This is an optimization exercise on Yosys and OpenROAD, whose aim is small area, a short achievable clock period and few clock cycles per item, not a production implementation.
The RTL was checked by simulation tests, not by an equivalence proof against the original design.
No activity file was given, so power comes from the tool's default toggle rates.

== 04-14 ==
## mac_ci
module mac_ci (
    input  logic        clk,
    input  logic        reset,
    input  logic        clk_en,
    input  logic        start,
    input  logic [2:0]  n,
    input  logic [31:0] dataa,
    input  logic [31:0] datab,
    output logic [31:0] result,
    output logic        done
);
Size in the first run: roughly 3400 cells after synthesis.
clock: 10.0 ns
lec_check: 0
abc_area: 1
cap_margin: 20
core_margin: 2
core_utilization: 40
setup_slack_margin: 4.4
slew_margin: 20
standard.sh (not shown) runs the stock make flow with config.mk's settings and CLKGATE_MAP_FILE= SYNTH_SCRIPT=/design/flow/synth_recipe.tcl, a recipe that flattens the netlist after the stock synthesis.
==> flow/flow/run.sh <==
#!/bin/bash
# Standard synthesis, then an inverter clean-up around the full-adder cells (fixinv.py),
# then the standard layout from the cleaned netlist.
set -euo pipefail
R=orfs/results/sky130hd/mac_ci/base
bash standard.sh synth > synth_std.log 2>&1
cp $R/1_2_yosys.v $R/1_2_yosys_std.v
python3 flow/fixinv.py $R/1_2_yosys_std.v $R/1_2_yosys.v > fixinv.log 2>&1
rm -f $R/1_synth.odb $R/1_synth.sdc
bash standard.sh "BUFFER_PORTS_ARGS=-buffer_cell sky130_fd_sc_hd__buf_2" finish > finish.log 2>&1
Other scripts of this flow, unchanged in this note and not shown: flow/flow/fixinv.py
Testbench counts of 04-14, summed over its fixed seeds: cycles 9,658, ops 4,829.
diff inputs: 04-14 => 05-17
--- a/flow/config.mk
+++ b/flow/config.mk
@@ -10,4 +10,4 @@
 export CORE_MARGIN = 2
 export CORE_UTILIZATION = 40
-export SETUP_SLACK_MARGIN = 4.4
+export SETUP_SLACK_MARGIN = 4.7
 export SLEW_MARGIN = 20
Results
05-17 vs. 04-14: part of the cycle the worst path needs went down by 1.0 points. 04-14 → 05-17: combined area of the multi-input logic cells increased 0.0010 sq mm; DRC violation total after the first TritonRoute iteration decreased about 7.5%; area growth from synthesis to layout increased 7.4 points; least setup slack across all paths after layout increased 0.10 ns. Clock distribution area overhead in the final layout: 05-17 vs 04-14, no meaningful difference. In 05-17, total number of cells along the worst setup path is lower than in 04-14. Summary of the comparison: number of signal-net inverters in the final layout is higher in 05-17, relative to 04-14. 04-14 ended up with datab[7] as its first element of the critical path; 05-17 ended up with dataa[18]. Summary: with 04-14 as the reference, sum of met3 wire segment lengths after detailed routing in 05-17 moved up by a few percent.


Starting RTL as in the previous note.
## mac_ci
module mac_ci (
    input  logic        clk,
    input  logic        reset,
    input  logic        clk_en,
    input  logic        start,
    input  logic [2:0]  n,
    input  logic [31:0] dataa,
    input  logic [31:0] datab,
    output logic [31:0] result,
    output logic        done
);
    logic [ACC_W-1:0] acc_q;
    logic             sat_q;
    logic [NCUT-1:0]  cut_q;          
    logic             pend_q;         
    logic             done_q;
    logic             sel_lo_q, sel_hi_q, sel_st_q;
    logic [NCUT-1:0]  cut_d;
    logic [ACC_W:0]   x, y;
    logic [ACC_W:0]   sum;
    logic             ovf;
    logic [ACC_W-1:0] acc_sat;
    mac_csa u_csa (
        .a   (dataa),
        .b   (datab),
        .acc (acc_q),
        .cut (cut_d)
    );
    mac_fin u_fin (
        .cut (cut_q),
        .x   (x),
        .y   (y)
    );
    mac_add u_add (
        .x   (x),
        .y   (y),
        .sum (sum)
    );
    always_comb begin
        ovf     = sum[ACC_W] ^ sum[ACC_W-1];
        acc_sat = ovf ? {sum[ACC_W], {(ACC_W-1){~sum[ACC_W]}}} : sum[ACC_W-1:0];
    end
    always_ff @(posedge clk) begin
        cut_q <= cut_d;
    end
    always_ff @(posedge clk) begin
        if (reset) begin
            acc_q  <= '0;
            sat_q  <= 1'b0;
            pend_q <= 1'b0;
            done_q <= 1'b0;
        end else begin
            pend_q <= start && (n == OP_MAC);
            done_q <= start || (done_q && !clk_en);
            if (start && (n == OP_CLR)) begin
                acc_q <= '0;
                sat_q <= 1'b0;
            end else if (pend_q) begin
                acc_q <= acc_sat;
                sat_q <= sat_q | ovf;
            end
        end
    end
    always_ff @(posedge clk) begin
        if (start) begin
            sel_lo_q <= (n == OP_MAC) || (n == OP_RDLO);
            sel_hi_q <= (n == OP_RDHI);
            sel_st_q <= (n == OP_RDSTAT);
        end
    end
    always_comb begin
        if (pend_q)
            result = acc_sat[31:0];
        else
            result = ({32{sel_lo_q}} & acc_q[31:0])
                   | ({32{sel_hi_q}} & acc_q[ACC_W-1:32])
                   | {31'b0, sel_st_q & sat_q};
    end
  ...
clock: 10.0 ns
lec_check: 0
abc_area: 1
cap_margin: 5
core_margin: 2
core_utilization: 40
setup_slack_margin: 4.25
slew_margin: 5
Scripts as last shown in full above: flow/flow/run.sh
Other scripts of this flow, unchanged in this note and not shown: flow/flow/fixinv.py
The first run finished with timing, DRC and antenna clean.
Testbench counts at the start, summed over its fixed seeds: cycles 9,658, ops 4,829.
Next try:
CAP_MARGIN = 20   (was 5)
CTS_BUF_LIST = sky130_fd_sc_hd__clkbuf_8   (was not set)
CTS_CLUSTER_SIZE = 30   (was not set)
SETUP_SLACK_MARGIN = 4.4   (was 4.25)
SLEW_MARGIN = 20   (was 5)
Total power increases by about 0.5%.
Sequential share of layout area went down by 0.18 points.
Die area is unchanged.

-- separate check: timing with driven ports --
How much do the figures lean on ideal ports? The routed layouts below were timed once more, with nothing changed but the port constraints. Step 1 assumes that a clkbuf_16 drives the clock port and a buf_2 every other input. Step 2 moves the port delays by t, midway between the first and last clock arrival at a register: inputs arrive t later, outputs are due t later. That takes back most of the time a late clock gives input paths. Slacks: ideal ports / drivers / drivers and shift; pairs: ideal ports / drivers.
| run | t (ns) | setup WS [ns] | hold slack, ns | latest minus earliest clock arrival (ns) |
|---|---|---|---|---|
| 04-14 | 0.563 | 4.385 / 4.354 / 3.791 | 0.423 / 0.423 / 0.423 | 0.026 / 0.026 |
| 05-17 | 0.575 | 4.485 / 4.454 / 3.878 | 0.410 / 0.410 / 0.410 | 0.019 / 0.019 |
| the first run of note 2 | 0.573 | 4.281 / 4.280 / 3.707 | 0.401 / 0.401 / 0.401 | 0.018 / 0.019 |
| the second run of note 2 | 0.643 | 4.406 / 4.345 / 3.703 | 0.415 / 0.415 / 0.415 | 0.029 / 0.029 |
After both steps every run listed still meets setup and hold. The setup slack of the second run of note 2, which loses most, moves by -0.061 ns with the drivers and by -0.703 ns with both steps.
